From an optimization exercise on the open Yosys and OpenROAD flow, aimed at small area, a short achievable clock period and few clock cycles; shortcuts taken in it are not production practice.
In this exercise RTL edits were held to simulation tests only and were not proved equivalent to the original.
No activity file was given, so power comes from the tool's default toggle rates.

### flow/run.sh
#!/bin/bash
# synth_recipe.tcl (not shown) runs the flow's synth.tcl, then flattens the netlist and writes it again
# the make line also repeats each setting of config.mk as NAME=value (left out here)
make -C /OpenROAD-flow-scripts/flow DESIGN_CONFIG=/design/flow/config.mk WORK_HOME=/design/flow/orfs CLKGATE_MAP_FILE= SYNTH_SCRIPT=/design/flow/synth_recipe.tcl finish
### flow/config.mk
export PLATFORM = sky130hd
export DESIGN_NAME = keyed_record_table_unit
export DESIGN_NICKNAME = keyed_record_table_unit
export VERILOG_FILES = /design/flow/design.v
export SDC_FILE = /design/flow/constraint.sdc
export NUM_CORES = 4
export LEC_CHECK = 0
export CAP_MARGIN = 20
export CORE_MARGIN = 2
export CORE_UTILIZATION = 40
export SLEW_MARGIN = 20
### flow/constraint.sdc
create_clock -name core_clock -period 7.0 [get_ports {clk}]
set_input_delay 1.4000 -clock core_clock [delete_from_list [all_inputs] [get_ports {clk}]]
set_output_delay 1.4000 -clock core_clock [all_outputs]
set_load 0.01 [all_outputs]
### flow/design.v
package krt_pkg;
	localparam logic [2:0] CMD_INSERT = 3'd0;
	localparam logic [2:0] CMD_DELETE = 3'd1;
	localparam logic [2:0] CMD_LOOKUP = 3'd2;
	localparam logic [2:0] CMD_SCAN   = 3'd3;
	localparam logic [2:0] CMD_READ   = 3'd4;
	localparam logic [2:0] ST_OK        = 3'd0;
	localparam logic [2:0] ST_FULL      = 3'd1;
	localparam logic [2:0] ST_DUP       = 3'd2;
	localparam logic [2:0] ST_NOT_FOUND = 3'd3;
	localparam logic [2:0] ST_BAD_INDEX = 3'd4;
	localparam logic [2:0] ST_NONE      = 3'd5;
	typedef struct packed {
		logic [2:0]  cmd;
		logic [30:0] item_key;
		logic [15:0] item_quantity;
		logic [31:0] item_price;
		logic [4:0]  entry_index;
	} cmd_t;
	typedef struct packed {
		logic [2:0]  status;
		logic [4:0]  found_index;
		logic [30:0] found_key;
		logic [15:0] found_quantity;
		logic [31:0] found_price;
		logic [5:0]  records_held;
		logic        last_result;
	} result_t;
	typedef enum logic [2:0] {
		BK_IDLE,
		BK_SEARCH,
		BK_SHIFT,
		BK_SCAN,
		BK_READ,
		BK_WRITE
	} bk_state_t;
endpackage
module krt_front (
	input  logic           clk,
	input  logic           arst_n,
	input  logic           start,
	input  krt_pkg::cmd_t  cmd_in,
	output logic           busy,
	output logic           q_valid,
	output krt_pkg::cmd_t  q_head,
	input  logic           q_pop
);
	logic [86:0] slot_q [2];  
	logic [1:0] fill_q;
	logic       rd_q;
	logic       push;
	logic       known;
	assign known = (cmd_in.cmd <= krt_pkg::CMD_READ);
	assign busy = (fill_q == 2'd2);
	assign push = start && !busy && known;
	assign q_valid = (fill_q != 2'd0);
	assign q_head = slot_q[rd_q];
	always_ff @(posedge clk or negedge arst_n) begin
		if (!arst_n) begin
			fill_q <= 2'd0;
			rd_q <= 1'b0;
		end else begin
			if (q_pop) rd_q <= ~rd_q;
			fill_q <= fill_q + {1'b0, push} - {1'b0, q_pop};
		end
	end
	always_ff @(posedge clk) begin
		if (push) slot_q[rd_q ^ fill_q[0]] <= cmd_in;
	end
endmodule
module krt_back #(
	parameter int CAPACITY = 32
) (
	input  logic             clk,
	input  logic             arst_n,
	input  logic             q_valid,
	input  krt_pkg::cmd_t    q_head,
	output logic             q_pop,
	input  logic [15:0]      threshold,
	output logic             strobe,
	output krt_pkg::result_t result
);
	localparam int AW = $clog2(CAPACITY);
	localparam int CW = $clog2(CAPACITY + 1);
	logic [30:0] key_mem [CAPACITY];
	logic [15:0] qty_mem [CAPACITY];
	logic [31:0] price_mem [CAPACITY];
	krt_pkg::bk_state_t state_q, state_d;
	krt_pkg::cmd_t      op_q;
	logic [CW-1:0] count_q, count_d;
	logic [AW-1:0] ptr_q, ptr_d;
	logic [AW-1:0] rd_addr;
	logic          rd_pend_q, rd_pend_d;
	logic [AW-1:0] rd_idx_q;
	logic [30:0]   rk_q;
	logic [15:0]   rq_q;
	logic [31:0]   rp_q;
	logic          rd_done_q, rd_done_d;
	logic          we;
	logic [AW-1:0] wa;
	logic [30:0]   wk;
	logic [15:0]   wq;
	logic [31:0]   wp;
	logic          take;
	logic          held_q, held_d;
	logic [93:0]   held_r_q, held_r_d;  
	logic          o_v;
	logic [93:0]   o_r;  
	logic          rd_last;
	function automatic logic [5:0] to6(input logic [CW-1:0] v);
		to6 = v;
	endfunction
	always_ff @(posedge clk) begin
		rk_q <= key_mem[rd_addr];
		rq_q <= qty_mem[rd_addr];
		rp_q <= price_mem[rd_addr];
		if (we) begin
			key_mem[wa] <= wk;
			qty_mem[wa] <= wq;
			price_mem[wa] <= wp;
		end
	end
	always_ff @(posedge clk or negedge arst_n) begin
		if (!arst_n) begin
			state_q <= krt_pkg::BK_IDLE;
			count_q <= '0;
			ptr_q <= '0;
			rd_pend_q <= 1'b0;
			rd_done_q <= 1'b0;
			held_q <= 1'b0;
			strobe <= 1'b0;
		end else begin
			state_q <= state_d;
			count_q <= count_d;
			ptr_q <= ptr_d;
			rd_pend_q <= rd_pend_d;
			rd_done_q <= rd_done_d;
			held_q <= held_d;
			strobe <= o_v;
		end
	end
	always_ff @(posedge clk) begin
		if (take) op_q <= q_head;
		rd_idx_q <= ptr_q;
		held_r_q <= held_r_d;
		result <= o_r;
	end
	always_comb begin
		state_d = state_q;
		count_d = count_q;
		ptr_d = ptr_q;
		rd_pend_d = 1'b0;
		rd_done_d = rd_done_q;
		held_d = held_q;
		held_r_d = held_r_q;
		rd_addr = ptr_q;
		take = 1'b0;
		q_pop = 1'b0;
		we = 1'b0;
		wa = ptr_q;
		wk = rk_q;
		wq = rq_q;
		wp = rp_q;
		o_v = 1'b0;
		o_r = '0;
		o_r[6:1] = to6(count_q);
		o_r[0] = 1'b1;
		rd_last = (CW'(ptr_q) + CW'(1) == count_q);
		case (state_q)
			krt_pkg::BK_IDLE: begin
				if (q_valid) begin
					take = 1'b1;
					q_pop = 1'b1;
					ptr_d = '0;
					rd_done_d = 1'b0;
					case (q_head.cmd)
						krt_pkg::CMD_READ: begin
							ptr_d = AW'(q_head.entry_index);
							state_d = krt_pkg::BK_READ;
						end
						krt_pkg::CMD_SCAN: state_d = krt_pkg::BK_SCAN;
						default: state_d = krt_pkg::BK_SEARCH;
					endcase
				end
			end
			krt_pkg::BK_READ: begin
				if (!rd_pend_q && CW'(op_q.entry_index) < count_q
				    && 32'(op_q.entry_index) < CAPACITY) begin
					rd_pend_d = 1'b1;
				end else begin
					o_v = 1'b1;
					state_d = krt_pkg::BK_IDLE;
					if (rd_pend_q) begin
						o_r[93:91] = krt_pkg::ST_OK;
						o_r[90:86] = 5'(rd_idx_q);
						o_r[85:55] = rk_q;
						o_r[54:39] = rq_q;
						o_r[38:7] = rp_q;
					end else o_r[93:91] = krt_pkg::ST_BAD_INDEX;
				end
			end
			krt_pkg::BK_SEARCH: begin
				if (op_q.cmd == krt_pkg::CMD_INSERT && count_q == CW'(CAPACITY)) begin
					o_v = 1'b1;
					o_r[93:91] = krt_pkg::ST_FULL;
					state_d = krt_pkg::BK_IDLE;
				end else if (rd_pend_q && rk_q == op_q.item_key) begin
					o_v = 1'b1;
					state_d = krt_pkg::BK_IDLE;
					if (op_q.cmd == krt_pkg::CMD_INSERT) begin
						o_r[93:91] = krt_pkg::ST_DUP;
					end else begin
						o_r[93:91] = krt_pkg::ST_OK;
						o_r[90:86] = 5'(rd_idx_q);
						o_r[85:55] = rk_q;
						o_r[54:39] = rq_q;
						o_r[38:7] = rp_q;
						if (op_q.cmd == krt_pkg::CMD_DELETE) begin
							count_d = count_q - CW'(1);
							o_r[6:1] = to6(count_d);
							ptr_d = rd_idx_q + AW'(1);
							state_d = krt_pkg::BK_SHIFT;
						end
					end
				end else if (CW'(ptr_q) < count_q) begin
					rd_pend_d = 1'b1;
					if (!rd_last) ptr_d = ptr_q + AW'(1);
					else if (rd_pend_q && rd_idx_q == ptr_q) rd_pend_d = 1'b0;
					if (rd_last && rd_pend_q && rd_idx_q == ptr_q)
						state_d = krt_pkg::BK_WRITE;
				end else begin
					state_d = krt_pkg::BK_WRITE;
				end
			end
			krt_pkg::BK_WRITE: begin
				o_v = 1'b1;
				state_d = krt_pkg::BK_IDLE;
				if (op_q.cmd == krt_pkg::CMD_INSERT) begin
					we = 1'b1;
					wa = AW'(count_q);
					wk = op_q.item_key;
					wq = op_q.item_quantity;
					wp = op_q.item_price;
					count_d = count_q + CW'(1);
					o_r[93:91] = krt_pkg::ST_OK;
					o_r[90:86] = 5'(count_q);
					o_r[85:55] = op_q.item_key;
					o_r[54:39] = op_q.item_quantity;
					o_r[38:7] = op_q.item_price;
					o_r[6:1] = to6(count_d);
				end else o_r[93:91] = krt_pkg::ST_NOT_FOUND;
			end
			krt_pkg::BK_SHIFT: begin
				if (rd_pend_q) begin
					we = 1'b1;
					wa = rd_idx_q - AW'(1);
				end
				if (CW'(ptr_q) <= count_q && !(rd_pend_q && CW'(rd_idx_q) == count_q)
				    && CW'(ptr_q) != CW'(0)) begin
					rd_pend_d = 1'b1;
					if (CW'(ptr_q) != count_q) ptr_d = ptr_q + AW'(1);
					else if (rd_pend_q && rd_idx_q == ptr_q) rd_pend_d = 1'b0;
				end
				if (!rd_pend_d) state_d = krt_pkg::BK_IDLE;
			end
			krt_pkg::BK_SCAN: begin
				if (rd_pend_q && rq_q <= threshold) begin
					if (held_q) begin
						o_v = 1'b1;
						o_r = held_r_q;
						o_r[0] = 1'b0;
					end
					held_d = 1'b1;
					held_r_d = '0;
					held_r_d[93:91] = krt_pkg::ST_OK;
					held_r_d[90:86] = 5'(rd_idx_q);
					held_r_d[85:55] = rk_q;
					held_r_d[54:39] = rq_q;
					held_r_d[38:7] = rp_q;
					held_r_d[6:1] = to6(count_q);
					held_r_d[0] = 1'b1;
				end
				if (!rd_done_q && CW'(ptr_q) < count_q) begin
					rd_pend_d = 1'b1;
					if (rd_last) rd_done_d = 1'b1;
					else ptr_d = ptr_q + AW'(1);
				end else if (!rd_pend_q) begin
					state_d = krt_pkg::BK_IDLE;
					held_d = 1'b0;
					o_v = 1'b1;
					if (held_q) o_r = held_r_q;
					else o_r[93:91] = krt_pkg::ST_NONE;
				end
			end
			default: state_d = krt_pkg::BK_IDLE;
		endcase
	end
endmodule
module keyed_record_table_unit #(
	parameter int CAPACITY = 32
) (
	input  logic             clk,
	input  logic             arst_n,
	input  logic             start,
	output logic             busy,
	input  logic [86:0]      command,
	output logic             strobe,
	output logic [93:0]      result,
	input  logic             cfg_valid,
	output logic             cfg_ready,
	input  logic [15:0]      cfg_data
);
	logic          q_valid;
	logic          q_pop;
	krt_pkg::cmd_t q_head;
	logic [15:0]   threshold_q;
	krt_pkg::cmd_t    command_s;
	krt_pkg::result_t result_s;
	assign command_s = command;
	assign result = result_s;
	assign cfg_ready = 1'b1;
	always_ff @(posedge clk or negedge arst_n) begin
		if (!arst_n) threshold_q <= '0;
		else if (cfg_valid && cfg_ready) threshold_q <= cfg_data;
	end
	krt_front u_front (
		.clk(clk), .arst_n(arst_n), .start(start), .cmd_in(command_s), .busy(busy),
		.q_valid(q_valid), .q_head(q_head), .q_pop(q_pop)
	);
	krt_back #(.CAPACITY(CAPACITY)) u_back (
		.clk(clk), .arst_n(arst_n), .q_valid(q_valid), .q_head(q_head),
		.q_pop(q_pop), .threshold(threshold_q), .strobe(strobe), .result(result_s)
	);
endmodule
==> summary.txt <==
-- cells in the final DEF (no fill, tap or decap), types with 44 or more instances in the layout --
cell type / instances
edfxtp_1: 2879
mux4_2: 790
nand2_1: 575
clkbuf_16: 329
clkdlybuf4s50_1: 201
dfxtp_1: 178
buf_4: 89
mux2_2: 85
a22oi_1: 78
clkbuf_1: 77
xnor2_1: 52
inv_1: 47
clkinv_1: 47
o21ai_0: 44
-- worst min-delay path, delay by kind of cell (launching register included) --
kind | cells | cell delay [ns]
DFF | 1 | 0.32
and+or+nand+nor | 2 | 0.12
-- synthesized netlist by cell type, types with 7 or more instances --
| cell | number | area [um^2] |
|---|---|---|
| a211oi_1 | 7 | 52.6 |
| a21oi_1 | 26 | 130 |
| a221oi_1 | 11 | 96.3 |
| a222oi_1 | 7 | 70.1 |
| a22oi_1 | 78 | 586 |
| a31oi_1 | 10 | 62.6 |
| buf_1 | 75 | 282 |
| buf_2 | 8 | 40.0 |
| clkbuf_1 | 185 | 694 |
| dfrtp_1 | 37 | 926 |
| dfxtp_1 | 178 | 3560 |
| edfxtp_1 | 2879 | 86500 |
| ha_1 | 34 | 425 |
| inv_1 | 48 | 180 |
| mux2_2 | 85 | 957 |
| mux4_2 | 790 | 17800 |
| nand2_1 | 596 | 2240 |
| nand3_1 | 20 | 100 |
| nand4_1 | 30 | 188 |
| nor2_1 | 61 | 229 |
| nor3_1 | 14 | 70.1 |
| o21ai_0 | 49 | 245 |
| o22ai_1 | 9 | 56.3 |
| xnor2_1 | 54 | 473 |
| xor2_1 | 7 | 61.3 |
-- stage by stage --
| stage | setup slack, ns | util |
|---|---|---|
| after floorplan | 0.931 | - |
| after global placement | 2.20 | 0.428 |
| after detailed placement | 2.19 | 0.428 |
| after CTS | 2.14 | 0.464 |
| after global routing | 1.82 | 0.464 |
| final | 2.04 | 0.465 |
-- final timing paths --
kind                                             to  slack, ns  depth (start not counted)
setup / recovery           u_back.price_mem[12][13]       2.04                          7
hold / removal                    u_back.result[45]       0.46                          2
setup reg to reg           u_back.price_mem[12][13]       2.04                          7
hold reg to reg                   u_back.result[45]       0.46                          2
max in group asynchronous              u_front.rd_q       5.96                          1
min in group asynchronous         u_front.fill_q[1]       0.55                          1
-- flip-flops by register name (all words and copies together), names as in the netlist, 16 cells and up --
name              cells
u_back.result        94
u_front.slot_q      174
u_back.rp_q          32
u_back.rk_q          31
u_back.held_r_q      90
threshold_q          16
u_back.rq_q          16
u_back.price_mem   1024
u_back.op_q          87
u_back.qty_mem      512
u_back.key_mem      992
-- cells by family (layout without fill, tap and decap cells) --
group | Yosys count | after routing | synth area share
AND/OR/NAND/NOR | 766 | 766 | 0.0271
adder cells (fa/ha/maj) | 34 | 34 | 0.00364
AO/OA/AOI/OAI | 239 | 239 | 0.0142
other | 1 | 6 | 0.0000321
multiplexers | 882 | 882 | 0.161
buffers and inverters | 320 | 963 | 0.0104
flip-flops | 3094 | 3094 | 0.779
XOR/XNOR | 62 | 62 | 0.00477
-- metal layers --
layer  GRT usage  routed length, um  up-vias
met5     0.00308                160        -
met4      0.0429               5540        8
met3      0.0342              21000      372
met2       0.313             140000     2190
met1       0.279             125000    30300
li1            -                  -    23100
-- layout make-up --
cell class,instances,area (um^2)
multi-input combinational,1984,25000
antenna,5,12.5
clock buffer,425,8780
fill,24000,156000
sequential,3094,91000
inverter,51,211
clock inverter,150,1660
timing repair buffer,337,3580
tap,3900,4880
-- report_power, final --
part	switching (W)	leakage, nW	internal, W
registers	0.00100	27.9	0.0242
logic	0.00762	9.71	0.00464
clock network	0.00704	5.07	0.0100
==> metrics.md <==
| Metric | Value |
|---|---|
| Drt pass-1 iters | 6 |
| CTS Hold Bufs | 0 |
| Drt drc | 0 |
| Register area share after synthesis | 0.779 |
| Cell family with most CP delay | simple AND/OR/NAND/NOR gates |
| Critical path cell sequence | and3b_1 -> o21ai_0 -> a222oi_1 -> buf_4 -> or3_1 -> nor2_4 -> buf_4 |
| Fin. Hold Viols | 0 |
| Crit Path Class | flip-flop to flip-flop |
| Average size of a mapped cell | about 22 um^2 |
| Buf/Inv on CP | 2 |
| DR iter-0 viols | approximately 6.7k |
| Core Area | between 0.2 and 0.3 mm^2 |
| Post-route insts no fill | 9946 |
| Fin crit period | 4.96 ns |
| Final HPWL DP | 160000 um |
| Cell mode on critical path | buf_4 |
| Clock Root Buffer | clkbuf_16 |
| Drt total wl | about 290000 um |
| Peak supply drop | approximately 280 uV |
| Power consumption | 0.0545 W |
| CP max-delay cell | o21ai_0 |
| Post-synth EDFFs | approximately 2.9k |
| PostCTS Resize Cnt | 0 |
| Post-synthesis cell area | around 0.12 mm^2 |
| Largest net degree at the start of global routing | 139 |
| Total Die Area | just under 0.3 mm^2 |
| Finished layout cell area | roughly 0.14 mm^2 |
| Worst-Skew Late Latency | ~0.89 ns |
| Max-cap viol count | 0 |
| Hold Path Origin | u_back.op_q[43] |
| Setup crit start | u_back.state_q[1] |
| Status | timing/DRC/antenna clean |
| CP Capture Type | flip-flop |
| Total Nets Final | approximately 6k |
| FP Rows | 198 |
| Worst r2r src | u_back.state_q[1] |
| Final Max Tran Viols | 0 |
| DIE WIDTH | 544 um |
| Share of cells above drive strength 1 | 0.256 |
| Fmax | about 0.20 GHz |
| WL/cell | approximately 30 um |
| Sum Neg Setup Slack | 0 ns |
| Cells after synthesis | 5398 |
| Synthesis-to-finish area growth | 15.7% |
| GP Congestion | 0.825 |
| Post-CTS Setup Bufs | 0 |
| CTS HTree Levels | 5 |
| Final-report setup violation count | 0 |
| Leakage power | around 43 nW |
| WHS | approximately 0.46 ns |
| Port bufs | 202 |
| Worst path required time | about 7.5 ns |
| Pwr/cell area | just over 400 mW/mm^2 |
| Clock Skew | about 0.055 ns |
| CP Launch Type | flip-flop |
| GRT Util Overall | 0.195 |
| Netlist cell types | between 60 and 70 |
| Boundary pin count | slightly above 200 |
| First-pass GRT wire length | 417000 um |
| Total grt overflow | 0 |
| Number of global-route vias before repair | around 57k |
| Crit-path max cell delay | about 0.9 ns |
| Syn. warnings | 3 |
| RSZ-0062 raised after global routing | no |
| Clk buf depth | 4 |
| Initial antenna violation count | 15 |
| Max_slew headroom | 0.257 |
| Ys flop type | edfxtp_1 |
| Die height | roughly 540 um |
| CTS Buf Count | 320 |
| Net count after synthesis | ~5.5k |
| Register bit total from synthesis | 3094 |
| CP Max Fanout | 23 |
| WP data arrival | ~5.4 ns |
| Fin crit share | 0.708 |
| Clk sinks | 3094 |
| Worst hold path type | flip-flop to flip-flop |
| Clock transition at path regs | about 0.060 ns |
| Via count | ~56k |
| Worst Max-Slew Pin Slew | ~1.1 ns |
| Placed Instances | 9360 |
| TritonCTS clock tree | yes |
| DP Area | ~0.12 mm^2 |
| Post-route antenna net violation count | 0 |
| Ys async rst share | 0.0120 |
| Initial core utilization | 0.402 |
| Vias per Instance | approximately 5.6 |
Testbench counts, summed over its fixed seeds: cycles 69,769.

## separate check: timing with driven ports
How much do the figures lean on ideal ports? The routed layout below was timed once more, with nothing changed but the port constraints.
Step 1, drivers: a clkbuf_16 drives clk and a buf_2 each remaining input, both assumed.
Step 2, shift: input delay + t, output delay - t, t = (earliest + latest rising clock arrival at the registers) / 2. This alone moves slack from input paths to output paths.
Three values: no drivers, after step 1, after step 2; two values: the first two.
t (ns): 0.953
slack for setup (ns): 2.041 / 2.041 / 2.041
worst hold slack (ns): 0.463 / 0.463 / 0.463
slew at the worst register clock pin (ns): 0.07 / 0.07
cell pins on the clock port's net: 1
After both steps this run still meets setup and hold. For this run, drivers alone change the setup slack by 0.000 ns; drivers and shift together by 0.000 ns.
